This design comes from an exercise in tuning for small area, a short achievable clock period and few clock cycles per item on the open sky130 flow, not from production work.
Function was checked by simulation only, so behaviour that the tests miss may differ from the original.

===== flow/design.v =====
package cordic_pkg;
    typedef struct packed {
        logic valid;
        logic neg;
        logic err;
    } stage_ctrl_t;
    function automatic longint pi_q(input int unsigned width);
        pi_q = (width == 22) ? 64'sd13176795 : 64'sd0;
    endfunction
    function automatic longint half_pi_q(input int unsigned width);
        half_pi_q = (width == 22) ? 64'sd6588397 : 64'sd0;
    endfunction
    function automatic longint k_q(input int unsigned width);
        k_q = (width == 22) ? 64'sd2547003 : 64'sd0;
    endfunction
    function automatic longint atan_q(input int unsigned i, input int unsigned width);
        longint r;
        case (i)
            0:       r = 64'sd3294199;
            1:       r = 64'sd1944679;
            2:       r = 64'sd1027515;
            3:       r = 64'sd521583;
            4:       r = 64'sd261803;
            5:       r = 64'sd131029;
            6:       r = 64'sd65531;
            7:       r = 64'sd32767;
            8:       r = 64'sd16384;
            9:       r = 64'sd8192;
            10:      r = 64'sd4096;
            11:      r = 64'sd2048;
            12:      r = 64'sd1024;
            13:      r = 64'sd512;
            14:      r = 64'sd256;
            15:      r = 64'sd128;
            16:      r = 64'sd64;
            17:      r = 64'sd32;
            18:      r = 64'sd16;
            19:      r = 64'sd8;
            20:      r = 64'sd4;
            21:      r = 64'sd2;
            22:      r = 64'sd1;
            default: r = 64'sd0;
        endcase
        atan_q = (width == 22) ? r : 64'sd0;
    endfunction
    function automatic int unsigned first_iter(input int unsigned s, input int unsigned iterations,
                                               input int unsigned stages);
        int unsigned base;
        int unsigned rem;
        base = iterations / stages;
        rem  = iterations % stages;
        first_iter = s * base + ((s < rem) ? s : rem);
    endfunction
    function automatic logic [63:0] unpack_mag(input logic [31:0] f, input int unsigned width);
        logic [63:0] m;
        int          rsh;
        m   = 64'({1'b1, f[22:0]}) << 24;
        rsh = 174 - int'(width) - int'(f[30:23]);
        if (f[30:23] == 8'd0 || rsh >= 64) unpack_mag = '0;
        else if (rsh <= 0)                 unpack_mag = m;
        else                               unpack_mag = m >> rsh;
    endfunction
    function automatic logic [31:0] pack_float(input logic [63:0] v, input int unsigned width);
        logic [63:0] mag;
        logic [31:0] f;
        int          p;
        mag = v[63] ? -v : v;
        f   = '0;
        p   = -1;
        for (int i = 0; i < 64; i++) begin
            if (mag[i]) p = i;
        end
        if (p >= 0) begin
            f[31]    = v[63];
            f[30:23] = 8'(p - int'(width) + 127);
            if (p >= 23) f[22:0] = 23'(mag >> (p - 23));
            else         f[22:0] = 23'(mag << (23 - p));
        end
        pack_float = f;
    endfunction
endpackage
module cordic_stage
#(
    parameter int unsigned WIDTH = 22,
    parameter int unsigned LO    = 0,
    parameter int unsigned HI    = 1,
    parameter int unsigned TAG_W = 4
) (
    input  logic                   clk,
    input  logic                   reset,
    input  logic                   advance,
    input  logic [2:0]             in_ctrl,     
    input  logic signed [WIDTH+1:0] in_x,
    input  logic signed [WIDTH+1:0] in_y,
    input  logic signed [WIDTH+1:0] in_z,
    input  logic [TAG_W-1:0]       in_tag,
    output logic [2:0]             out_ctrl,    
    output logic signed [WIDTH+1:0] out_x,
    output logic signed [WIDTH+1:0] out_y,
    output logic signed [WIDTH+1:0] out_z,
    output logic [TAG_W-1:0]       out_tag
);
    localparam int unsigned DW = WIDTH + 2;
    localparam int unsigned NI = HI - LO;
    logic signed [DW-1:0] x_c, y_c, z_c, xs, ys;
    always_comb begin
        x_c = in_x;
        y_c = in_y;
        z_c = in_z;
        xs  = '0;
        ys  = '0;
        for (int i = 0; i < int'(NI); i++) begin
            xs = x_c >>> (int'(LO) + i);
            ys = y_c >>> (int'(LO) + i);
            if (z_c[DW-1]) begin
                x_c = x_c + ys;
                y_c = y_c - xs;
                z_c = z_c + $signed(DW'(cordic_pkg::atan_q(LO + i, WIDTH)));
            end else begin
                x_c = x_c - ys;
                y_c = y_c + xs;
                z_c = z_c - $signed(DW'(cordic_pkg::atan_q(LO + i, WIDTH)));
            end
        end
    end
    always_ff @(posedge clk) begin
        if (reset) begin
            out_ctrl <= '0;
            out_x    <= '0;
            out_y    <= '0;
            out_z    <= '0;
            out_tag  <= '0;
        end else if (advance) begin
            out_ctrl <= in_ctrl;
            out_x    <= x_c;
            out_y    <= y_c;
            out_z    <= z_c;
            out_tag  <= in_tag;
        end
    end
endmodule
module cordic_sincos_pipe
#(
    parameter int unsigned WIDTH      = 22,
    parameter int unsigned ITERATIONS = 16,
    parameter int unsigned STAGES     = 8,
    parameter int unsigned TAG_W      = 4
) (
    input  logic             clk,
    input  logic             reset,
    input  logic             clk_en,
    input  logic             in_valid,
    output logic             in_ready,
    input  logic [31:0]      angle,
    input  logic [TAG_W-1:0] in_tag,
    output logic             out_valid,
    input  logic             out_ready,
    output logic [31:0]      sin_out,
    output logic [31:0]      cos_out,
    output logic             out_err,
    output logic [TAG_W-1:0] out_tag
);
    logic advance;
    assign advance  = clk_en & (~out_valid | out_ready);
    assign in_ready = advance & ~reset;
    logic [7:0]  e_a;
    logic [23:0] mag_a;
    logic        err_a, fold_a, d0_a, neg1_a;
    always_comb begin
        e_a   = angle[30:23];
        mag_a  = (e_a >= 8'd105 && e_a <= 8'd128) ? ({1'b1, angle[22:0]} >> 5'(8'd128 - e_a)) : 24'd0;
        err_a  = (e_a >= 8'd129) || (e_a == 8'd128 && angle[22:0] > 23'h490FDB);    
        fold_a = (e_a == 8'd128) || (e_a == 8'd127 && angle[22:1] > 22'h2487ED);    
        d0_a   = fold_a ? (angle[31] || (e_a == 8'd128 && angle[22:0] == 23'h490FDB))
                        : (!angle[31] || e_a < 8'd105);
        neg1_a = (fold_a == d0_a);
    end
    logic             v_r0, err_r0, neg_r0, d0_r0, s_r0;
    logic [23:0]      mag_r0;
    logic [TAG_W-1:0] tag_r0;
    always_ff @(posedge clk) begin
        if (reset)        v_r0 <= 1'b0;
        else if (advance) v_r0 <= in_valid & in_ready;
        if (advance) begin
            err_r0 <= err_a; neg_r0 <= fold_a; d0_r0 <= d0_a; s_r0 <= neg1_a; mag_r0 <= mag_a ^ {24{neg1_a}}; tag_r0 <= in_tag;
        end
    end
    logic [23:0] k1_s1;
    logic [22:0] z1_s1;
    always_comb begin
        case ({neg_r0, s_r0})
            2'b00:   k1_s1 = -24'sd3294199;
            2'b01:   k1_s1 = 24'd3294200;
            2'b10:   k1_s1 = -24'sd9882596;
            default: k1_s1 = 24'd9882597;
        endcase
    end
    logic [23:0] z1w_s1;
    cs_addsub #(24) u_z1_s1 (.a(mag_r0), .b(k1_s1), .sub(1'b0), .s(z1w_s1));
    assign z1_s1 = z1w_s1[22:0];
    logic [21:0] z2_s1;
    cs_addsub #(22) u_z2_s1 (.a(z1_s1[21:0]), .b(22'd1944679), .sub(!z1_s1[22]), .s(z2_s1));
    logic [20:0] z3_s1;
    cs_addsub #(21) u_z3_s1 (.a(z2_s1[20:0]), .b(21'd1027515), .sub(!z2_s1[21]), .s(z3_s1));
    logic [19:0] z4_s1;
    cs_addsub #(20) u_z4_s1 (.a(z3_s1[19:0]), .b(20'd521583), .sub(!z3_s1[20]), .s(z4_s1));
    logic             v_r1, err_r1, neg_r1;
    logic [TAG_W-1:0] tag_r1;
    logic d0_r1;
    logic d1_r1;
    logic d2_r1;
    logic d3_r1;
    logic [19:0] z_r1;
    always_ff @(posedge clk) begin
        if (reset)        v_r1 <= 1'b0;
        else if (advance) v_r1 <= v_r0;
        if (advance) begin
            err_r1 <= err_r0; neg_r1 <= neg_r0; tag_r1 <= tag_r0;
            d0_r1 <= d0_r0;
            d1_r1 <= !z1_s1[22];
            d2_r1 <= !z2_s1[21];
            d3_r1 <= !z3_s1[20];
            z_r1 <= z4_s1;
        end
    end
    logic [18:0] z5_s2;
    cs_addsub #(19) u_z5_s2 (.a(z_r1[18:0]), .b(19'd261803), .sub(!z_r1[19]), .s(z5_s2));
    logic [17:0] z6_s2;
    cs_addsub #(18) u_z6_s2 (.a(z5_s2[17:0]), .b(18'd131029), .sub(!z5_s2[18]), .s(z6_s2));
    logic [23:0] x6_s2;
    logic [22:0] y6_s2;
    always_comb begin
        case ({!z5_s2[18], !z_r1[19], d3_r1, d2_r1, d1_r1, d0_r1})
            6'd0: begin x6_s2 = 24'hf6fdf4; y6_s2 = 23'h40a5ce; end
            6'd1: begin x6_s2 = 24'h3f5a33; y6_s2 = 23'h76fdf8; end
            6'd2: begin x6_s2 = 24'h2d46ef; y6_s2 = 23'h52c83f; end
            6'd3: begin x6_s2 = 24'h2d37c1; y6_s2 = 23'h2d46f2; end
            6'd4: begin x6_s2 = 24'h15dd58; y6_s2 = 23'h43dca1; end
            6'd5: begin x6_s2 = 24'h3c235f; y6_s2 = 23'h15dd5c; end
            6'd6: begin x6_s2 = 24'h3d3ab7; y6_s2 = 23'h6d68a8; end
            6'd7: begin x6_s2 = 24'h129757; y6_s2 = 23'h3d3ab7; end
            6'd8: begin x6_s2 = 24'h06dd15; y6_s2 = 23'h40612e; end
            6'd9: begin x6_s2 = 24'h3f9ed1; y6_s2 = 23'h06dd17; end
            6'd10: begin x6_s2 = 24'h3703b6; y6_s2 = 23'h5f5193; end
            6'd11: begin x6_s2 = 24'h20ae6d; y6_s2 = 23'h3703b7; end
            6'd12: begin x6_s2 = 24'h23fec2; y6_s2 = 23'h4b1824; end
            6'd13: begin x6_s2 = 24'h34e7dc; y6_s2 = 23'h23fec4; end
            6'd14: begin x6_s2 = 24'h3febf2; y6_s2 = 23'h7d0d7d; end
            6'd15: begin x6_s2 = 24'h02f284; y6_s2 = 23'h3febf2; end
            6'd16: begin x6_s2 = 24'hfef34a; y6_s2 = 23'h4004e1; end
            6'd17: begin x6_s2 = 24'h3ffb20; y6_s2 = 23'h7ef34c; end
            6'd18: begin x6_s2 = 24'h328e13; y6_s2 = 23'h58c58e; end
            6'd19: begin x6_s2 = 24'h273a72; y6_s2 = 23'h328e14; end
            6'd20: begin x6_s2 = 24'h1d2eb9; y6_s2 = 23'h470d61; end
            6'd21: begin x6_s2 = 24'h38f29f; y6_s2 = 23'h1d2ebb; end
            6'd22: begin x6_s2 = 24'h3f1157; y6_s2 = 23'h752d68; end
            6'd23: begin x6_s2 = 24'h0ad297; y6_s2 = 23'h3f1155; end
            6'd24: begin x6_s2 = 24'h0ebb57; y6_s2 = 23'h41bab4; end
            6'd25: begin x6_s2 = 24'h3e454b; y6_s2 = 23'h0ebb57; end
            6'd26: begin x6_s2 = 24'h3aa7d8; y6_s2 = 23'h666c4c; end
            6'd27: begin x6_s2 = 24'h1993b4; y6_s2 = 23'h3aa7d7; end
            6'd28: begin x6_s2 = 24'h2a4d71; y6_s2 = 23'h4ffce6; end
            6'd29: begin x6_s2 = 24'h30031a; y6_s2 = 23'h2a4d71; end
            6'd30: begin x6_s2 = 24'h3fca8d; y6_s2 = 23'h0508e4; end
            6'd31: begin x6_s2 = 24'hfaf71c; y6_s2 = 23'h3fca8b; end
            6'd32: begin x6_s2 = 24'hfaf71a; y6_s2 = 23'h403576; end
            6'd33: begin x6_s2 = 24'h3fca8b; y6_s2 = 23'h7af71c; end
            6'd34: begin x6_s2 = 24'h300319; y6_s2 = 23'h55b28f; end
            6'd35: begin x6_s2 = 24'h2a4d71; y6_s2 = 23'h30031a; end
            6'd36: begin x6_s2 = 24'h1993b2; y6_s2 = 23'h455829; end
            6'd37: begin x6_s2 = 24'h3aa7d7; y6_s2 = 23'h1993b4; end
            6'd38: begin x6_s2 = 24'h3e454d; y6_s2 = 23'h7144a8; end
            6'd39: begin x6_s2 = 24'h0ebb57; y6_s2 = 23'h3e454b; end
            6'd40: begin x6_s2 = 24'h0ad297; y6_s2 = 23'h40eeaa; end
            6'd41: begin x6_s2 = 24'h3f1155; y6_s2 = 23'h0ad297; end
            6'd42: begin x6_s2 = 24'h38f2a0; y6_s2 = 23'h62d145; end
            6'd43: begin x6_s2 = 24'h1d2ebb; y6_s2 = 23'h38f29f; end
            6'd44: begin x6_s2 = 24'h273a72; y6_s2 = 23'h4d71ec; end
            6'd45: begin x6_s2 = 24'h328e14; y6_s2 = 23'h273a72; end
            6'd46: begin x6_s2 = 24'h3ffb22; y6_s2 = 23'h010cb5; end
            6'd47: begin x6_s2 = 24'hfef34c; y6_s2 = 23'h3ffb20; end
            6'd48: begin x6_s2 = 24'h02f284; y6_s2 = 23'h40140f; end
            6'd49: begin x6_s2 = 24'h3febf2; y6_s2 = 23'h02f284; end
            6'd50: begin x6_s2 = 24'h34e7dd; y6_s2 = 23'h5c013c; end
            6'd51: begin x6_s2 = 24'h23fec4; y6_s2 = 23'h34e7dc; end
            6'd52: begin x6_s2 = 24'h20ae6d; y6_s2 = 23'h48fc49; end
            6'd53: begin x6_s2 = 24'h3703b7; y6_s2 = 23'h20ae6d; end
            6'd54: begin x6_s2 = 24'h3f9ed5; y6_s2 = 23'h7922e8; end
            6'd55: begin x6_s2 = 24'h06dd17; y6_s2 = 23'h3f9ed1; end
            6'd56: begin x6_s2 = 24'h129759; y6_s2 = 23'h42c548; end
            6'd57: begin x6_s2 = 24'h3d3ab7; y6_s2 = 23'h129757; end
            6'd58: begin x6_s2 = 24'h3c2362; y6_s2 = 23'h6a22a4; end
            6'd59: begin x6_s2 = 24'h15dd5c; y6_s2 = 23'h3c235f; end
            6'd60: begin x6_s2 = 24'h2d37c3; y6_s2 = 23'h52b90e; end
            6'd61: begin x6_s2 = 24'h2d46f2; y6_s2 = 23'h2d37c1; end
            6'd62: begin x6_s2 = 24'h3f5a37; y6_s2 = 23'h09020a; end
            6'd63: begin x6_s2 = 24'hf6fdf8; y6_s2 = 23'h3f5a33; end
            default: begin x6_s2 = '0; y6_s2 = '0; end
        endcase
    end
    logic             v_r2, err_r2, neg_r2;
    logic [TAG_W-1:0] tag_r2;
    logic [17:0] z_r2;
    logic [23:0] x_r2;
    logic [22:0] y_r2;
    always_ff @(posedge clk) begin
        if (reset)        v_r2 <= 1'b0;
        else if (advance) v_r2 <= v_r1;
        if (advance) begin
            err_r2 <= err_r1; neg_r2 <= neg_r1; tag_r2 <= tag_r1;
            z_r2 <= z6_s2;
            x_r2 <= x6_s2;
            y_r2 <= y6_s2;
        end
    end
    logic [16:0] z7_s3;
    cs_addsub #(17) u_z7_s3 (.a(z_r2[16:0]), .b(17'd65531), .sub(!z_r2[17]), .s(z7_s3));
    logic [15:0] z8_s3;
    cs_addsub #(16) u_z8_s3 (.a(z7_s3[15:0]), .b(16'd32767), .sub(!z7_s3[16]), .s(z8_s3));
    logic [23:0] x7_s3;
    logic [22:0] y7_s3;
    cs_addsub #(24) u_x7_s3 (.a(x_r2), .b(24'($signed(y_r2) >>> 6)), .sub(!z_r2[17]), .s(x7_s3));
    cs_addsub #(23) u_y7_s3 (.a(y_r2), .b(23'($signed(x_r2) >>> 6)), .sub(!(!z_r2[17])), .s(y7_s3));
    logic [23:0] x8_s3;
    logic [22:0] y8_s3;
    cs_addsub #(24) u_x8_s3 (.a(x7_s3), .b(24'($signed(y7_s3) >>> 7)), .sub(!z7_s3[16]), .s(x8_s3));
    cs_addsub #(23) u_y8_s3 (.a(y7_s3), .b(23'($signed(x7_s3) >>> 7)), .sub(!(!z7_s3[16])), .s(y8_s3));
    logic             v_r3, err_r3, neg_r3;
    logic [TAG_W-1:0] tag_r3;
    logic [15:0] z_r3;
    logic [23:0] x_r3;
    logic [22:0] y_r3;
    always_ff @(posedge clk) begin
        if (reset)        v_r3 <= 1'b0;
        else if (advance) v_r3 <= v_r2;
        if (advance) begin
            err_r3 <= err_r2; neg_r3 <= neg_r2; tag_r3 <= tag_r2;
            z_r3 <= z8_s3;
            x_r3 <= x8_s3;
            y_r3 <= y8_s3;
        end
    end
    logic [23:0] x9_s4;
    logic [22:0] y9_s4;
    cs_addsub #(24) u_x9_s4 (.a(x_r3), .b(24'($signed(y_r3) >>> 8)), .sub(!z_r3[15]), .s(x9_s4));
    cs_addsub #(23) u_y9_s4 (.a(y_r3), .b(23'($signed(x_r3) >>> 8)), .sub(!(!z_r3[15])), .s(y9_s4));
    logic [23:0] x10_s4;
    logic [22:0] y10_s4;
    cs_addsub #(24) u_x10_s4 (.a(x9_s4), .b(24'($signed(y9_s4) >>> 9)), .sub(z_r3[14]), .s(x10_s4));
    cs_addsub #(23) u_y10_s4 (.a(y9_s4), .b(23'($signed(x9_s4) >>> 9)), .sub(!(z_r3[14])), .s(y10_s4));
    logic [23:0] x11_s4;
    logic [22:0] y11_s4;
    cs_addsub #(24) u_x11_s4 (.a(x10_s4), .b(24'($signed(y10_s4) >>> 10)), .sub(z_r3[13]), .s(x11_s4));
    cs_addsub #(23) u_y11_s4 (.a(y10_s4), .b(23'($signed(x10_s4) >>> 10)), .sub(!(z_r3[13])), .s(y11_s4));
    logic             v_r4, err_r4, neg_r4;
    logic [TAG_W-1:0] tag_r4;
    logic [15:0] z_r4;
    logic [23:0] x_r4;
    logic [22:0] y_r4;
    always_ff @(posedge clk) begin
        if (reset)        v_r4 <= 1'b0;
        else if (advance) v_r4 <= v_r3;
        if (advance) begin
            err_r4 <= err_r3; neg_r4 <= neg_r3; tag_r4 <= tag_r3;
            z_r4 <= z_r3;
            x_r4 <= x11_s4;
            y_r4 <= y11_s4;
        end
    end
    logic [23:0] x12_s5;
    logic [22:0] y12_s5;
    cs_addsub #(24) u_x12_s5 (.a(x_r4), .b(24'($signed(y_r4) >>> 11)), .sub(z_r4[12]), .s(x12_s5));
    cs_addsub #(23) u_y12_s5 (.a(y_r4), .b(23'($signed(x_r4) >>> 11)), .sub(!(z_r4[12])), .s(y12_s5));
    logic [23:0] x13_s5;
    logic [22:0] y13_s5;
    cs_addsub #(24) u_x13_s5 (.a(x12_s5), .b(24'($signed(y12_s5) >>> 12)), .sub(z_r4[11]), .s(x13_s5));
    cs_addsub #(23) u_y13_s5 (.a(y12_s5), .b(23'($signed(x12_s5) >>> 12)), .sub(!(z_r4[11])), .s(y13_s5));
    logic [23:0] x14_s5;
    logic [22:0] y14_s5;
    cs_addsub #(24) u_x14_s5 (.a(x13_s5), .b(24'($signed(y13_s5) >>> 13)), .sub(z_r4[10]), .s(x14_s5));
    cs_addsub #(23) u_y14_s5 (.a(y13_s5), .b(23'($signed(x13_s5) >>> 13)), .sub(!(z_r4[10])), .s(y14_s5));
    logic             v_r5, err_r5, neg_r5;
    logic [TAG_W-1:0] tag_r5;
    logic [15:0] z_r5;
    logic [23:0] x_r5;
    logic [22:0] y_r5;
    always_ff @(posedge clk) begin
        if (reset)        v_r5 <= 1'b0;
        else if (advance) v_r5 <= v_r4;
        if (advance) begin
            err_r5 <= err_r4; neg_r5 <= neg_r4; tag_r5 <= tag_r4;
            z_r5 <= z_r4;
            x_r5 <= x14_s5;
            y_r5 <= y14_s5;
        end
    end
    logic [23:0] x15_s6;
    logic [22:0] y15_s6;
    cs_addsub #(24) u_x15_s6 (.a(x_r5), .b(24'($signed(y_r5) >>> 14)), .sub(z_r5[9]), .s(x15_s6));
    cs_addsub #(23) u_y15_s6 (.a(y_r5), .b(23'($signed(x_r5) >>> 14)), .sub(!(z_r5[9])), .s(y15_s6));
    logic [23:0] x16_s6;
    logic [22:0] y16_s6;
    cs_addsub #(24) u_x16_s6 (.a(x15_s6), .b(24'($signed(y15_s6) >>> 15)), .sub(z_r5[8]), .s(x16_s6));
    cs_addsub #(23) u_y16_s6 (.a(y15_s6), .b(23'($signed(x15_s6) >>> 15)), .sub(!(z_r5[8])), .s(y16_s6));
    logic             v_r6, err_r6, neg_r6;
    logic [TAG_W-1:0] tag_r6;
    logic [15:0] z_r6;
    logic [22:0] ax, ay;
    logic        sx, sy;
    always_comb begin
        ax = x16_s6[23] ? {16'd0, 7'(-x16_s6[6:0])} : 23'(x16_s6);
        ay = y16_s6[22] ? 23'(-y16_s6) : 23'(y16_s6);
        sx = x16_s6[23] ^ neg_r5;
        sy = y16_s6[22] ^ neg_r5;
    end
    function automatic logic [31:0] pack(input logic sgn, input logic [22:0] a);
        logic [31:0] f;
        f = '0;
        for (int p = 0; p < 23; p++) begin
            if (a[p]) begin
                f[31]    = sgn;
                f[30:23] = 8'(p + 105);
                f[22:0]  = 23'(a << (23 - p));
            end
        end
        pack = f;
    endfunction
    logic [22:0] ax_r, ay_r;
    logic        sx_r, sy_r;
    always_ff @(posedge clk) begin
        if (reset)        v_r6 <= 1'b0;
        else if (advance) v_r6 <= v_r5;
        if (advance) begin
            err_r6 <= err_r5; tag_r6 <= tag_r5;
            ax_r <= err_r5 ? 23'd0 : ax;
            ay_r <= err_r5 ? 23'd0 : ay;
            sx_r <= sx; sy_r <= sy;
        end
    end
    assign cos_out = pack(sx_r, ax_r);
    assign sin_out = pack(sy_r, ay_r);
    assign out_valid = v_r6;
    assign out_err   = err_r6;
    assign out_tag   = tag_r6;
endmodule
module cs_addsub #(parameter int unsigned W = 24) (
    input  logic [W-1:0] a,
    input  logic [W-1:0] b,
    input  logic         sub,
    output logic [W-1:0] s
);
    localparam int N  = W + 1;       
    localparam int LG = (N > 32) ? 6 : (N > 16) ? 5 : (N > 8) ? 4 : 3;
    logic [N-1:0] g, p, g0, p0;
    always_comb begin
        g0[0] = sub;
        p0[0] = 1'b0;
        for (int i = 0; i < W; i++) begin
            g0[i+1] = a[i] & (b[i] ^ sub);
            p0[i+1] = a[i] ^ (b[i] ^ sub);
        end
        g = g0;
        p = p0;
        for (int k = 0; k < LG; k++) begin
            for (int i = 0; i < N; i++) begin
                if (((i >> k) & 1) == 1) begin
                    g[i] = g[i] | (p[i] & g[((i >> k) << k) - 1]);
                    p[i] = p[i] & p[((i >> k) << k) - 1];
                end
            end
        end
        for (int i = 0; i < W; i++) s[i] = p0[i+1] ^ g[i];
    end
endmodule

===== flow/config.mk =====
export PLATFORM = sky130hd
export DESIGN_NAME = cordic_sincos_pipe
export DESIGN_NICKNAME = cordic_sincos_pipe
export VERILOG_FILES = /design/flow/design.v
export SDC_FILE = /design/flow/constraint.sdc
export NUM_CORES = 4
export LEC_CHECK = 0
export ABC_AREA = 1
export CAP_MARGIN = 20
export CORE_MARGIN = 2
export CORE_UTILIZATION = 65
export PLACE_DENSITY = 0.75
export SLEW_MARGIN = 20

===== flow/constraint.sdc =====
create_clock -name core_clock -period 18.0 [get_ports {clk}]
set_input_delay 3.6000 -clock core_clock [delete_from_list [all_inputs] [get_ports {clk}]]
set_output_delay 3.6000 -clock core_clock [all_outputs]
set_load 0.01 [all_outputs]

===== flow/standard.sh =====
#!/bin/bash
# synth_recipe.tcl (not shown) runs the flow's synth.tcl, then flattens the netlist and writes it again
# the make line also repeats each setting of config.mk as NAME=value (left out here)
make -C /OpenROAD-flow-scripts/flow DESIGN_CONFIG=/design/flow/config.mk WORK_HOME=/design/flow/orfs CLKGATE_MAP_FILE= SYNTH_SCRIPT=/design/flow/synth_recipe.tcl "${@:-finish}"

===== flow/flow/run.sh =====
#!/bin/bash
# Standard ORFS layout (the standard.sh, standard synthesis unchanged), with
# timing repair asked to leave more setup slack than the clock needs, so that
# the layout reaches a shorter achieved period. The clock and constraints are
# the design's own (constraint.sdc is not touched).
set -euo pipefail
bash standard.sh SETUP_SLACK_MARGIN=10.5 finish > run_standard.log 2>&1

==> results of run 1 <==
## logic make-up after synthesis
logic type,after synthesis,share of synthesized area [%]
and+or+nand+nor,2391,21.5
buffers and inverters,1179,9.55
AOI/OAI and AO/OA,1111,14.6
adders and majority gates,680,19.7
xor gates and xnor gates,603,11.3
DFF,365,23.2
muxes,10,0.213
other,1,0.00799
## how the worst max path moves through the flow
stage                     cells past startpoint  slack [ns]                      to               from
after floorplan                               2        8.31   ax_r[0]$_SDFFCE_PP0P_          out_ready
after global placement                       64        9.54  ay_r[19]$_SDFFCE_PP0P_  z_r5[9]$_DFFE_PP_
after detailed placement                     60        9.21  ay_r[19]$_SDFFCE_PP0P_  z_r5[9]$_DFFE_PP_
after CTS                                     4       10.37                in_ready          out_ready
## metal layers
layer / track usage, % / GRT overflow
met5: 26.0 / 1
met4: 60.8 / 5
met3: 47.2 / 1
met2: 84.8 / 4
met1: 66.3 / 0
## cell usage after synthesis, drive strengths merged, types with 3 or more instances
cell type | n | share of area [%]
o21bai | 19 | 0.30
fa | 97 | 4.1
o22ai | 36 | 0.48
mux2i | 10 | 0.21
a211oi | 33 | 0.53
buf | 32 | 0.38
o311ai | 9 | 0.17
nor2 | 423 | 3.4
clkinv | 26 | 0.21
a32oi | 7 | 0.13
nand4 | 27 | 0.36
nor4 | 9 | 0.12
and2 | 3 | 0.040
a311oi | 8 | 0.15
xnor2 | 201 | 3.8
o31ai | 16 | 0.26
dfxtp | 7 | 0.30
o211ai | 41 | 0.66
a21oi | 356 | 3.9
a21boi | 4 | 0.064
a41oi | 13 | 0.24
a21o | 44 | 0.70
o21ai | 320 | 3.4
or2 | 72 | 0.96
a22oi | 5 | 0.080
nand3 | 275 | 3.0
o32ai | 3 | 0.056
o2111ai | 29 | 0.54
nor3 | 98 | 1.1
xor2 | 400 | 7.5
inv | 977 | 7.8
nand2 | 1449 | 12
a31oi | 43 | 0.57
nor3b | 7 | 0.11
ha | 583 | 16
and3 | 5 | 0.067
edfxtp | 358 | 23
o221ai | 65 | 1.2
clkbuf | 144 | 1.2
a221oi | 42 | 0.78
nand3b | 23 | 0.38
o21a | 10 | 0.16
## metrics by stage
| step | setup slack (ns) | cells |
|---|---|---|
| 2_1_floorplan | 8.31 | 6343 |
| 3_3_place_gp | 9.54 | 7254 |
| 3_5_place_dp | 9.21 | 7254 |
| 4_1_cts | 10.37 | 7541 |
## repair_timing
action / 4_1_cts
endpoints found under the setup margin: 158
pin swaps: 127
buffers inserted: 195
gates resized for setup: 288
cloned: 11
==> impl_metrics.yaml, run 1 <==
clock_network:
  cts-htree-levels: 2
  cts_buffer_depth: 3
  root_buffer: "clkbuf_16"
  cts.sink_count: 365
  cts_hold_buf: 0
  cts_buffers: 44
floorplan:
  die_h_um: 273
  start_util_pct: 65.7
  pin_count: 112
  row_count: 98
  die_w_um: 273
placed_design:
  dp_hpwl_mm: 103
  dpl_cell_area_um2: 48800
  portBuffers: 107
  gp_congestion: 1.02
grt:
  track_usage_pct: 65.5
  antenna_found_initial: 22
  grt_max_degree: 173
  overflow: 11
synth:
  synth_async_sr_flop_share_pct: 0
  ys.flop_type: "edfxtp_1"
  ys_seq_area_share_pct: 23.2
  synth_edf_count: 358
  ys_types: 66
  synth_cells: 6340
  synth_area_per_cell_um2: 7.40
  synth_area_um2: 46900
  ys_warn_count: 10
  synth-seq-cells: 365
status:
  tool.error: "[ERROR GRT-0232] Routing congestion too high. Check the congestion heatmap in the GUI."
  status: "aborted with a tool error"
  haltStage: "5_1_grt"
sta:
  worst_endpoint_kind: "register data pin"
  postGrtWorstEndpoint: "y_r4[15]$_DFFE_PP_/D"
Testbench counts, summed over its fixed seeds: cycles 32,056, items 32,000.
==> run 2: changes to the inputs <==
--- a/flow/design.v
+++ b/flow/design.v
@@ -229,78 +229,11 @@
     cs_addsub #(18) u_z6_s2 (.a(z5_s2[17:0]), .b(18'd131029), .sub(!z5_s2[18]), .s(z6_s2));
-    logic [23:0] x6_s2;
-    logic [22:0] y6_s2;
-    always_comb begin
-        case ({!z5_s2[18], !z_r1[19], d3_r1, d2_r1, d1_r1, d0_r1})
-            6'd0: begin x6_s2 = 24'hf6fdf4; y6_s2 = 23'h40a5ce; end
-            6'd1: begin x6_s2 = 24'h3f5a33; y6_s2 = 23'h76fdf8; end
-            6'd2: begin x6_s2 = 24'h2d46ef; y6_s2 = 23'h52c83f; end
-            6'd3: begin x6_s2 = 24'h2d37c1; y6_s2 = 23'h2d46f2; end
-            6'd4: begin x6_s2 = 24'h15dd58; y6_s2 = 23'h43dca1; end
-            6'd5: begin x6_s2 = 24'h3c235f; y6_s2 = 23'h15dd5c; end
-            6'd6: begin x6_s2 = 24'h3d3ab7; y6_s2 = 23'h6d68a8; end
-            6'd7: begin x6_s2 = 24'h129757; y6_s2 = 23'h3d3ab7; end
-            6'd8: begin x6_s2 = 24'h06dd15; y6_s2 = 23'h40612e; end
-            6'd9: begin x6_s2 = 24'h3f9ed1; y6_s2 = 23'h06dd17; end
-            6'd10: begin x6_s2 = 24'h3703b6; y6_s2 = 23'h5f5193; end
-            6'd11: begin x6_s2 = 24'h20ae6d; y6_s2 = 23'h3703b7; end
-            6'd12: begin x6_s2 = 24'h23fec2; y6_s2 = 23'h4b1824; end
-            6'd13: begin x6_s2 = 24'h34e7dc; y6_s2 = 23'h23fec4; end
-            6'd14: begin x6_s2 = 24'h3febf2; y6_s2 = 23'h7d0d7d; end
-            6'd15: begin x6_s2 = 24'h02f284; y6_s2 = 23'h3febf2; end
-            6'd16: begin x6_s2 = 24'hfef34a; y6_s2 = 23'h4004e1; end
-            6'd17: begin x6_s2 = 24'h3ffb20; y6_s2 = 23'h7ef34c; end
-            6'd18: begin x6_s2 = 24'h328e13; y6_s2 = 23'h58c58e; end
-            6'd19: begin x6_s2 = 24'h273a72; y6_s2 = 23'h328e14; end
-            6'd20: begin x6_s2 = 24'h1d2eb9; y6_s2 = 23'h470d61; end
-            6'd21: begin x6_s2 = 24'h38f29f; y6_s2 = 23'h1d2ebb; end
-            6'd22: begin x6_s2 = 24'h3f1157; y6_s2 = 23'h752d68; end
-            6'd23: begin x6_s2 = 24'h0ad297; y6_s2 = 23'h3f1155; end
-            6'd24: begin x6_s2 = 24'h0ebb57; y6_s2 = 23'h41bab4; end
-            6'd25: begin x6_s2 = 24'h3e454b; y6_s2 = 23'h0ebb57; end
-            6'd26: begin x6_s2 = 24'h3aa7d8; y6_s2 = 23'h666c4c; end
-            6'd27: begin x6_s2 = 24'h1993b4; y6_s2 = 23'h3aa7d7; end
-            6'd28: begin x6_s2 = 24'h2a4d71; y6_s2 = 23'h4ffce6; end
-            6'd29: begin x6_s2 = 24'h30031a; y6_s2 = 23'h2a4d71; end
-            6'd30: begin x6_s2 = 24'h3fca8d; y6_s2 = 23'h0508e4; end
-            6'd31: begin x6_s2 = 24'hfaf71c; y6_s2 = 23'h3fca8b; end
-            6'd32: begin x6_s2 = 24'hfaf71a; y6_s2 = 23'h403576; end
-            6'd33: begin x6_s2 = 24'h3fca8b; y6_s2 = 23'h7af71c; end
-            6'd34: begin x6_s2 = 24'h300319; y6_s2 = 23'h55b28f; end
-            6'd35: begin x6_s2 = 24'h2a4d71; y6_s2 = 23'h30031a; end
-            6'd36: begin x6_s2 = 24'h1993b2; y6_s2 = 23'h455829; end
-            6'd37: begin x6_s2 = 24'h3aa7d7; y6_s2 = 23'h1993b4; end
-            6'd38: begin x6_s2 = 24'h3e454d; y6_s2 = 23'h7144a8; end
-            6'd39: begin x6_s2 = 24'h0ebb57; y6_s2 = 23'h3e454b; end
-            6'd40: begin x6_s2 = 24'h0ad297; y6_s2 = 23'h40eeaa; end
-            6'd41: begin x6_s2 = 24'h3f1155; y6_s2 = 23'h0ad297; end
-            6'd42: begin x6_s2 = 24'h38f2a0; y6_s2 = 23'h62d145; end
-            6'd43: begin x6_s2 = 24'h1d2ebb; y6_s2 = 23'h38f29f; end
-            6'd44: begin x6_s2 = 24'h273a72; y6_s2 = 23'h4d71ec; end
-            6'd45: begin x6_s2 = 24'h328e14; y6_s2 = 23'h273a72; end
-            6'd46: begin x6_s2 = 24'h3ffb22; y6_s2 = 23'h010cb5; end
-            6'd47: begin x6_s2 = 24'hfef34c; y6_s2 = 23'h3ffb20; end
-            6'd48: begin x6_s2 = 24'h02f284; y6_s2 = 23'h40140f; end
-            6'd49: begin x6_s2 = 24'h3febf2; y6_s2 = 23'h02f284; end
-            6'd50: begin x6_s2 = 24'h34e7dd; y6_s2 = 23'h5c013c; end
-            6'd51: begin x6_s2 = 24'h23fec4; y6_s2 = 23'h34e7dc; end
-            6'd52: begin x6_s2 = 24'h20ae6d; y6_s2 = 23'h48fc49; end
-            6'd53: begin x6_s2 = 24'h3703b7; y6_s2 = 23'h20ae6d; end
-            6'd54: begin x6_s2 = 24'h3f9ed5; y6_s2 = 23'h7922e8; end
-            6'd55: begin x6_s2 = 24'h06dd17; y6_s2 = 23'h3f9ed1; end
-            6'd56: begin x6_s2 = 24'h129759; y6_s2 = 23'h42c548; end
-            6'd57: begin x6_s2 = 24'h3d3ab7; y6_s2 = 23'h129757; end
-            6'd58: begin x6_s2 = 24'h3c2362; y6_s2 = 23'h6a22a4; end
-            6'd59: begin x6_s2 = 24'h15dd5c; y6_s2 = 23'h3c235f; end
-            6'd60: begin x6_s2 = 24'h2d37c3; y6_s2 = 23'h52b90e; end
-            6'd61: begin x6_s2 = 24'h2d46f2; y6_s2 = 23'h2d37c1; end
-            6'd62: begin x6_s2 = 24'h3f5a37; y6_s2 = 23'h09020a; end
-            6'd63: begin x6_s2 = 24'hf6fdf8; y6_s2 = 23'h3f5a33; end
-            default: begin x6_s2 = '0; y6_s2 = '0; end
-        endcase
-    end
     logic             v_r2, err_r2, neg_r2;
     logic [TAG_W-1:0] tag_r2;
+    logic d0_r2;
+    logic d1_r2;
+    logic d2_r2;
+    logic d3_r2;
+    logic d4_r2;
+    logic d5_r2;
     logic [17:0] z_r2;
-    logic [23:0] x_r2;
-    logic [22:0] y_r2;
     always_ff @(posedge clk) begin
@@ -310,5 +243,9 @@
             err_r2 <= err_r1; neg_r2 <= neg_r1; tag_r2 <= tag_r1;
+            d0_r2 <= d0_r1;
+            d1_r2 <= d1_r1;
+            d2_r2 <= d2_r1;
+            d3_r2 <= d3_r1;
+            d4_r2 <= !z_r1[19];
+            d5_r2 <= !z5_s2[18];
             z_r2 <= z6_s2;
-            x_r2 <= x6_s2;
-            y_r2 <= y6_s2;
         end
@@ -319,6 +256,77 @@
     cs_addsub #(16) u_z8_s3 (.a(z7_s3[15:0]), .b(16'd32767), .sub(!z7_s3[16]), .s(z8_s3));
+    logic [23:0] x6_s3;
+    logic [22:0] y6_s3;
+    always_comb begin
+        case ({d5_r2, d4_r2, d3_r2, d2_r2, d1_r2, d0_r2})
+            6'd0: begin x6_s3 = 24'hf6fdf4; y6_s3 = 23'h40a5ce; end
+            6'd1: begin x6_s3 = 24'h3f5a33; y6_s3 = 23'h76fdf8; end
+            6'd2: begin x6_s3 = 24'h2d46ef; y6_s3 = 23'h52c83f; end
+            6'd3: begin x6_s3 = 24'h2d37c1; y6_s3 = 23'h2d46f2; end
+            6'd4: begin x6_s3 = 24'h15dd58; y6_s3 = 23'h43dca1; end
+            6'd5: begin x6_s3 = 24'h3c235f; y6_s3 = 23'h15dd5c; end
+            6'd6: begin x6_s3 = 24'h3d3ab7; y6_s3 = 23'h6d68a8; end
+            6'd7: begin x6_s3 = 24'h129757; y6_s3 = 23'h3d3ab7; end
+            6'd8: begin x6_s3 = 24'h06dd15; y6_s3 = 23'h40612e; end
+            6'd9: begin x6_s3 = 24'h3f9ed1; y6_s3 = 23'h06dd17; end
+            6'd10: begin x6_s3 = 24'h3703b6; y6_s3 = 23'h5f5193; end
+            6'd11: begin x6_s3 = 24'h20ae6d; y6_s3 = 23'h3703b7; end
+            6'd12: begin x6_s3 = 24'h23fec2; y6_s3 = 23'h4b1824; end
+            6'd13: begin x6_s3 = 24'h34e7dc; y6_s3 = 23'h23fec4; end
+            6'd14: begin x6_s3 = 24'h3febf2; y6_s3 = 23'h7d0d7d; end
+            6'd15: begin x6_s3 = 24'h02f284; y6_s3 = 23'h3febf2; end
+            6'd16: begin x6_s3 = 24'hfef34a; y6_s3 = 23'h4004e1; end
+            6'd17: begin x6_s3 = 24'h3ffb20; y6_s3 = 23'h7ef34c; end
+            6'd18: begin x6_s3 = 24'h328e13; y6_s3 = 23'h58c58e; end
+            6'd19: begin x6_s3 = 24'h273a72; y6_s3 = 23'h328e14; end
+            6'd20: begin x6_s3 = 24'h1d2eb9; y6_s3 = 23'h470d61; end
+            6'd21: begin x6_s3 = 24'h38f29f; y6_s3 = 23'h1d2ebb; end
+            6'd22: begin x6_s3 = 24'h3f1157; y6_s3 = 23'h752d68; end
+            6'd23: begin x6_s3 = 24'h0ad297; y6_s3 = 23'h3f1155; end
+            6'd24: begin x6_s3 = 24'h0ebb57; y6_s3 = 23'h41bab4; end
+            6'd25: begin x6_s3 = 24'h3e454b; y6_s3 = 23'h0ebb57; end
+            6'd26: begin x6_s3 = 24'h3aa7d8; y6_s3 = 23'h666c4c; end
+            6'd27: begin x6_s3 = 24'h1993b4; y6_s3 = 23'h3aa7d7; end
+            6'd28: begin x6_s3 = 24'h2a4d71; y6_s3 = 23'h4ffce6; end
+            6'd29: begin x6_s3 = 24'h30031a; y6_s3 = 23'h2a4d71; end
+            6'd30: begin x6_s3 = 24'h3fca8d; y6_s3 = 23'h0508e4; end
+            6'd31: begin x6_s3 = 24'hfaf71c; y6_s3 = 23'h3fca8b; end
+            6'd32: begin x6_s3 = 24'hfaf71a; y6_s3 = 23'h403576; end
+            6'd33: begin x6_s3 = 24'h3fca8b; y6_s3 = 23'h7af71c; end
+            6'd34: begin x6_s3 = 24'h300319; y6_s3 = 23'h55b28f; end
+            6'd35: begin x6_s3 = 24'h2a4d71; y6_s3 = 23'h30031a; end
+            6'd36: begin x6_s3 = 24'h1993b2; y6_s3 = 23'h455829; end
+            6'd37: begin x6_s3 = 24'h3aa7d7; y6_s3 = 23'h1993b4; end
+            6'd38: begin x6_s3 = 24'h3e454d; y6_s3 = 23'h7144a8; end
+            6'd39: begin x6_s3 = 24'h0ebb57; y6_s3 = 23'h3e454b; end
+            6'd40: begin x6_s3 = 24'h0ad297; y6_s3 = 23'h40eeaa; end
+            6'd41: begin x6_s3 = 24'h3f1155; y6_s3 = 23'h0ad297; end
+            6'd42: begin x6_s3 = 24'h38f2a0; y6_s3 = 23'h62d145; end
+            6'd43: begin x6_s3 = 24'h1d2ebb; y6_s3 = 23'h38f29f; end
+            6'd44: begin x6_s3 = 24'h273a72; y6_s3 = 23'h4d71ec; end
+            6'd45: begin x6_s3 = 24'h328e14; y6_s3 = 23'h273a72; end
+            6'd46: begin x6_s3 = 24'h3ffb22; y6_s3 = 23'h010cb5; end
+            6'd47: begin x6_s3 = 24'hfef34c; y6_s3 = 23'h3ffb20; end
+            6'd48: begin x6_s3 = 24'h02f284; y6_s3 = 23'h40140f; end
+            6'd49: begin x6_s3 = 24'h3febf2; y6_s3 = 23'h02f284; end
+            6'd50: begin x6_s3 = 24'h34e7dd; y6_s3 = 23'h5c013c; end
+            6'd51: begin x6_s3 = 24'h23fec4; y6_s3 = 23'h34e7dc; end
+            6'd52: begin x6_s3 = 24'h20ae6d; y6_s3 = 23'h48fc49; end
+            6'd53: begin x6_s3 = 24'h3703b7; y6_s3 = 23'h20ae6d; end
+            6'd54: begin x6_s3 = 24'h3f9ed5; y6_s3 = 23'h7922e8; end
+            6'd55: begin x6_s3 = 24'h06dd17; y6_s3 = 23'h3f9ed1; end
+            6'd56: begin x6_s3 = 24'h129759; y6_s3 = 23'h42c548; end
+            6'd57: begin x6_s3 = 24'h3d3ab7; y6_s3 = 23'h129757; end
+            6'd58: begin x6_s3 = 24'h3c2362; y6_s3 = 23'h6a22a4; end
+            6'd59: begin x6_s3 = 24'h15dd5c; y6_s3 = 23'h3c235f; end
+            6'd60: begin x6_s3 = 24'h2d37c3; y6_s3 = 23'h52b90e; end
+            6'd61: begin x6_s3 = 24'h2d46f2; y6_s3 = 23'h2d37c1; end
+            6'd62: begin x6_s3 = 24'h3f5a37; y6_s3 = 23'h09020a; end
+            6'd63: begin x6_s3 = 24'hf6fdf8; y6_s3 = 23'h3f5a33; end
+            default: begin x6_s3 = '0; y6_s3 = '0; end
+        endcase
+    end
     logic [23:0] x7_s3;
     logic [22:0] y7_s3;
-    cs_addsub #(24) u_x7_s3 (.a(x_r2), .b(24'($signed(y_r2) >>> 6)), .sub(!z_r2[17]), .s(x7_s3));
-    cs_addsub #(23) u_y7_s3 (.a(y_r2), .b(23'($signed(x_r2) >>> 6)), .sub(!(!z_r2[17])), .s(y7_s3));
+    cs_addsub #(24) u_x7_s3 (.a(x6_s3), .b(24'($signed(y6_s3) >>> 6)), .sub(!z_r2[17]), .s(x7_s3));
+    cs_addsub #(23) u_y7_s3 (.a(y6_s3), .b(23'($signed(x6_s3) >>> 6)), .sub(!(!z_r2[17])), .s(y7_s3));
     logic [23:0] x8_s3;
--- a/flow/config.mk
+++ b/flow/config.mk
@@ -10,4 +10,3 @@
 export CORE_MARGIN = 2
-export CORE_UTILIZATION = 65
-export PLACE_DENSITY = 0.75
+export CORE_UTILIZATION = 40
 export SLEW_MARGIN = 20
==> run 2 against run 1 <==
Against the previous run:
- the run now finishes clean
- synthesized cell count shrank 0.30%
- area after synthesis shrank 0.64%
==> impl_metrics.yaml, run 2 <==
detailed_routing:
  vias_per_cell: 5.31
  wl_per_cell_um: 17.4
  drt.antenna.violating_nets: 0
  wl_mm: 145
  firstDrtPassIters: 6
  dr.first_iter.drc_count: 3049
  via_count: 44100
  drc: 0
layout:
  nNetsFinal: 7457
  diodes: 0
  final_common_cell: "nand2_1"
  drive_above_1_share_pct: 19.1
  syn2layout_area_growth_pct: 24.4
  layout_common_cells: "1155 x nand2_1, 920 x inv_1, 535 x ha_1"
  fillers: 11000
  largestRegisters: "x_r3: 24 flops, x_r4: 24 flops, x_r5: 24 flops"
placed_design:
  dp_hpwl_mm: 104
  portBuffers: 107
  gp_congestion: 0.954
setup_path:
  arrival_ns: 8.16
  path_buf_inv: 20
  worstRegToRegCells: 56
  cp.required_ns: 18.49
  worst_setup_path_end_kind: "flip-flop"
  critPathMaxFanout: 6
  cp.depth: 56
  cp_slowest_cell: "edfxtp_1"
  worst-setup-path-type: "flip-flop to flip-flop"
  start_kind: "flip-flop"
  crit_family: "buffers and inverters"
  cpMostUsedCell: "buf_4"
  max_stage_delay_ns: 0.48
sta:
  fmax_ghz: 0.130
  final.setup.tns_ns: 0
  setup_viol: 0
  finalCriticalPeriod_ns: 7.66
  hold_slack_ns: 0.399
  fin_skew_ns: 0.0330
  period_share_pct: 42.6
  grt_setup_unrepaired: "yes"
  tightest_slew_ns: 1.34
  slew_headroom_pct: 10.5
  slew_violations: 0
  report.final.hold_viol_count: 0
floorplan:
  die_h_um: 345
  start_util_pct: 40.2
  row_count: 125
  die_w_um: 345
  fp.dieArea_um2: 119000
  core_um2: 116000
  pin_count: 112
hold_path:
  holdPathStages: 0
  worst_hold_path_type: "flip-flop to flip-flop"
synth:
  synth_cells: 6321
  synth-seq-cells: 371
  synth_area_um2: 46600
  synth_most_common_cell: "nand2_1"
  ys.flop_type: "edfxtp_1"
  synth_top_area_share_pct: 20.5
  synth_common_cells: "1375 x nand2_1, 963 x inv_1, 586 x ha_1, 419 x nor2_1, 402 x xor2_1"
  ys_types: 70
  synth_edf_count: 318
  ys_seq_area_share_pct: 22.7
  synth_area_per_cell_um2: 7.38
  yosys.area.top_type: "edfxtp_1"
  synth_async_sr_flop_share_pct: 0
  synthTopCellsByArea: "edfxtp_1 20%, ha_1 16%, nand2_1 11%"
  ys_warn_count: 10
grt:
  overflow: 0
  grt_max_degree: 110
  track_usage_pct: 22.5
  grt_pass1_wl_mm: 220
  antenna_found_initial: 3
  first_global_vias: 41500
status:
  status: "timing/DRC/antenna clean"
clock_network:
  cts.sink_count: 371
  cts_hold_buf: 0
  root_buffer: "clkbuf_16"
  cts-htree-levels: 2
  tritoncts: "built"
  clock_latency_ns: 0.64
  path_clk_slew_ns: 0.06
  cts_buffers: 47
  cts_buffer_depth: 3
job:
  drv_cap: 0
-- run 2: cell count changes after synthesis, moves of 8 or more --
| cell | change |
|---|---|
| nand2_1 | -39 |
| a21oi_1 | -17 |
| dfxtp_1 | +46 |
| o221ai_1 | +11 |
| xnor2_1 | +9 |
| a31oi_1 | +9 |
| nor3_1 | -16 |
| edfxtp_1 | -40 |
| nand2_2 | +8 |
-- run 2: path summary, 6_finish.rpt --
| kind | from | endpoint | slack (ns) |
|---|---|---|---|
| max | z_r4[12]$_DFFE_PP_ | x_r5[15]$_DFFE_PP_ | 10.34 |
| min | d0_r0$_DFFE_PP_ | d0_r1$_DFFE_PP_ | 0.40 |
| max reg2reg | z_r4[12]$_DFFE_PP_ | x_r5[15]$_DFFE_PP_ | 10.34 |
| min reg2reg | d0_r0$_DFFE_PP_ | d0_r1$_DFFE_PP_ | 0.40 |
-- run 2: per-layer routing --
metal | wire (um) | vias up | global-route usage (%)
met5 | 13 | - | 0
met4 | 5660 | 2 | 8.36
met3 | 7010 | 335 | 2.74
met2 | 71200 | 1286 | 39.6
met1 | 60800 | 20600 | 28.1
li1 | - | 21800 | -
-- run 2: cell type report --
cell class	count	area, um2	area share (%)
well taps	1524	1910	3.29
multi-input cells	4785	35300	60.8
clock inverters	35	357	0.615
repair buffers	529	4780	8.24
inverters	997	3840	6.62
flip-flops and latches	371	10600	18.3
clock buffers	53	1240	2.14
repair inverters	2	17.5	0.0302
-- run 2: through the flow --
stage          cell area [um2]  worst slack, ns  std cells  utilization, %
2_1_floorplan            46700            10.42       6324               -
3_3_place_gp             49300             9.36       7824            42.6
3_5_place_dp             49300             9.22       7824            42.6
4_1_cts                  52800            10.37       8036            45.6
5_1_grt                  58000             9.93       8296            50.1
6_report                 58000            10.34       8296            50.1
-- run 2: kinds of logic (layout without fill, tap and decap cells) --
family | count (synthesis) | count (layout) | synth area share [%]
AO/OA/AOI/OAI | 1125 | 1125 | 14.9
XOR/XNOR | 612 | 612 | 11.5
adder cells (fa/ha/maj) | 683 | 683 | 19.9
buffers and inverters | 1172 | 1616 | 9.54
flip-flops | 371 | 371 | 22.7
multiplexers | 11 | 11 | 0.236
other | 1 | 4 | 0.00804
AND/OR/NAND/NOR | 2346 | 2350 | 21.2
-- run 2: what timing repair did --
| item | in CTS | in global routing |
|---|---|---|
| hold endpoints to repair | 0 | 0 |
| buffers inserted | 118 | 252 |
| pin swaps | 70 | 325 |
| gates cloned | 6 | 7 |
| endpoints found under the setup margin | 157 | 173 |
| resized for setup | 214 | 703 |
Testbench counts of run 2, summed over its fixed seeds: cycles 32,056, items 32,000.
==> run 3: changes to the inputs <==
==> flow/flow/run.sh (replaced) <==
#!/bin/bash
# Standard ORFS layout (the standard.sh, standard synthesis unchanged), with
# timing repair asked to leave more setup slack than the clock needs, so that
# the layout reaches a shorter achieved period, and the port buffers made from
# buf_2 instead of the default clkdlybuf4s50_1. The clock and constraints are
# the design's own (constraint.sdc is not touched); every port still gets a
# buffer.
set -euo pipefail
export BUFFER_PORTS_ARGS="-buffer_cell sky130_fd_sc_hd__buf_2"
bash standard.sh SETUP_SLACK_MARGIN=10.5 finish > run_standard.log 2>&1
--- a/flow/config.mk
+++ b/flow/config.mk
@@ -11,2 +11,3 @@
 export CORE_UTILIZATION = 40
+export CTS_BUF_LIST = sky130_fd_sc_hd__clkbuf_4 sky130_fd_sc_hd__clkbuf_8
 export SLEW_MARGIN = 20
==> run 3 against run 2 <==
Against the previous run:
- maximum frequency decreased by 0.68%
- via count decreased by 0.14%
- critical path depth rose by 1
- first-iteration DRC count rose by 13%
- utilization is 1.4 points lower
- still clean
- non-clock buffer count shrank 75
- critical endpoint is now x_r5[10]$_DFFE_PP_
- largest cell class unchanged
- area after synthesis stayed put
- count of clock-buffer cells in the layout is 39 higher
==> impl_metrics.yaml, run 3 <==
synth:
  ys.flop_type: "edfxtp_1"
  ys_types: 70
  synth_most_common_cell: "nand2_1"
  synth_top_area_share_pct: 20.5
  synth_common_cells: "1375 x nand2_1, 963 x inv_1, 586 x ha_1, 419 x nor2_1, 402 x xor2_1"
  ys_warn_count: 10
  yosys.area.top_type: "edfxtp_1"
  synth_async_sr_flop_share_pct: 0
  synth_area_um2: 46600
  synthTopCellsByArea: "edfxtp_1 20%, ha_1 16%, nand2_1 11%"
  synth_cells: 6321
  synth_edf_count: 318
  ys_seq_area_share_pct: 22.7
  synth_area_per_cell_um2: 7.38
  synth-seq-cells: 371
floorplan:
  row_count: 125
  start_util_pct: 40.2
  fp.dieArea_um2: 119000
  die_h_um: 345
  pin_count: 112
  core_um2: 116000
  die_w_um: 345
detailed_routing:
  wl_mm: 141
  dr.first_iter.drc_count: 3445
  dr.max_layer_used: "met4"
  firstDrtPassIters: 7
  via_count: 44000
  vias_per_cell: 5.33
  dr_wl_met2_mm: 68.2
  wl_met1_mm: 60.0
  drt.antenna.violating_nets: 0
  dr_wl_met3_mm: 7.55
  drc: 0
  wl_per_cell_um: 17.1
sta:
  slew_headroom_pct: 13.1
  hold_slack_ns: 0.398
  final.setup.tns_ns: 0
  report.final.hold_viol_count: 0
  slew_violations: 0
  fin_skew_ns: 0.0537
  tightest_slew_ns: 1.30
  grt_setup_unrepaired: "yes"
  setup_viol: 0
  fmax_ghz: 0.130
  finalCriticalPeriod_ns: 7.72
  period_share_pct: 42.9
setup_path:
  arrival_ns: 8.16
  cp_slowest_cell: "edfxtp_1"
  cpMostUsedCell: "nand2_2"
  start_kind: "flip-flop"
  cp.required_ns: 18.44
  critPathMaxFanout: 6
  max_stage_delay_ns: 0.46
  worst-setup-path-type: "flip-flop to flip-flop"
  worst_setup_path_end_kind: "flip-flop"
grt:
  overflow: 0
  first_global_vias: 41100
  track_usage_pct: 22.1
  grt_max_degree: 161
  grt_pass1_wl_mm: 217
  antenna_found_initial: 2
layout:
  final_common_cell: "nand2_1"
  largestRegisters: "x_r3: 24 flops, x_r4: 24 flops, x_r5: 24 flops"
  layout_common_cells: "1174 x nand2_1, 919 x inv_1, 538 x ha_1"
  nNetsFinal: 7406
  fillers: 11200
  drive_above_1_share_pct: 19.7
  syn2layout_area_growth_pct: 20.8
placed_design:
  gp_congestion: 0.965
  dp_hpwl_mm: 103
  portBuffers: 107
clock_network:
  tritoncts: "built"
  cts_buffers: 71
  clock_latency_ns: 0.72
  root_buffer: "clkbuf_8"
  cts-htree-levels: 3
  path_clk_slew_ns: 0.06
  cts_hold_buf: 0
  cts_buffer_depth: 3
  cts.sink_count: 371
hold_path:
  worst_hold_path_type: "flip-flop to flip-flop"
job:
  drv_cap: 0
status:
  status: "timing/DRC/antenna clean"
run 3: final timing paths:
check,from,end,slack [ns],cells past startpoint
max,z_r4[12]$_DFFE_PP_,x_r5[10]$_DFFE_PP_,10.28,57
min,z_r3[11]$_DFFE_PP_,z_r4[11]$_DFFE_PP_,0.40,0
max reg2reg,z_r4[12]$_DFFE_PP_,x_r5[10]$_DFFE_PP_,10.28,57
min reg2reg,z_r3[11]$_DFFE_PP_,z_r4[11]$_DFFE_PP_,0.40,0
run 3: kinds of logic after synthesis:
| group | after synthesis | synth area share (%) |
|---|---|---|
| muxes | 11 | 0.236 |
| other | 1 | 0.00804 |
| adders and majority gates | 683 | 19.9 |
| AOI/OAI and AO/OA | 1125 | 14.9 |
| xor gates and xnor gates | 612 | 11.5 |
| and+or+nand+nor | 2346 | 21.2 |
| DFF | 371 | 22.7 |
| buffers and inverters | 1172 | 9.54 |
run 3: per-stage QoR:
stage | area [um2] | utilization (%) | setup slack [ns] | instances
floorplan | 46700 | - | 10.42 | 6324
global placement | 48800 | 42.1 | 9.36 | 7816
detailed placement | 48800 | 42.1 | 9.17 | 7816
CTS | 52100 | 45.0 | 10.37 | 8056
global route | 56400 | 48.6 | 9.95 | 8260
finish | 56400 | 48.6 | 10.28 | 8260
run 3: cell type report:
type | count | area (um2) | area share, %
Clock inverter | 34 | 323 | 0.573
Inverter | 997 | 3790 | 6.73
Tap cell | 1524 | 1910 | 3.38
Timing Repair Buffer | 454 | 3560 | 6.31
Sequential cell | 371 | 10600 | 18.8
Clock buffer | 92 | 1170 | 2.07
Antenna cell | 1 | 2.50 | 0.00444
Multi-Input combinational cell | 4787 | 35000 | 62.1
run 3: critical path, delay by kind of cell (launching register included):
family	cells	cell delay [ns]
AO/OA/AOI/OAI	11	1.75
XOR/XNOR	4	0.69
adder cells (fa/ha/maj)	3	0.99
buffers and inverters	6	0.78
flip-flops	1	0.46
AND/OR/NAND/NOR	33	2.78
run 3: what timing repair did:
item | in CTS | in global routing
setup buffers | 108 | 195
endpoints found under the setup margin | 157 | 159
cloned | 6 | 8
pin swaps | 63 | 333
gates resized for setup | 186 | 633
run 3: layer usage:
metal / vias up / global-route usage (%)
li1: 21700 / -
met1: 20500 / 28.1
met2: 1403 / 38.1
met3: 338 / 2.62
met4: 0 / 8.76
met5: - / 0

==> port drivers added, routing unchanged <==
The flow's constraints put no driver on any port. The routed layouts listed below were extracted and timed again, unchanged, in two steps.
Step 1: set_driving_cell puts a clkbuf_16 on clk and a buf_2 on each other input, an assumption about the parent block.
Step 2 times the ports against the registers' clock, not the clock port: input delays grow and output delays shrink by t, the midpoint of the rising clock arrivals with the driver on.
Three values: ideal ports, drivers, drivers and shift; two values: the first two.
| run | t (ns) | slack for setup (ns) | worst setup path after step 2 | cell pins on the clock port's net |
|---|---|---|---|---|
| run 2 | 0.695 | 10.335 / 10.335 / 10.059 | input to register | 1 |
| run 3 | 0.772 | 10.283 / 10.283 / 10.252 | input to register | 1 |
After both steps every run listed still meets setup and hold. The setup slack of run 2, which loses most, moves by 0.000 ns with the drivers and by -0.276 ns with both steps.
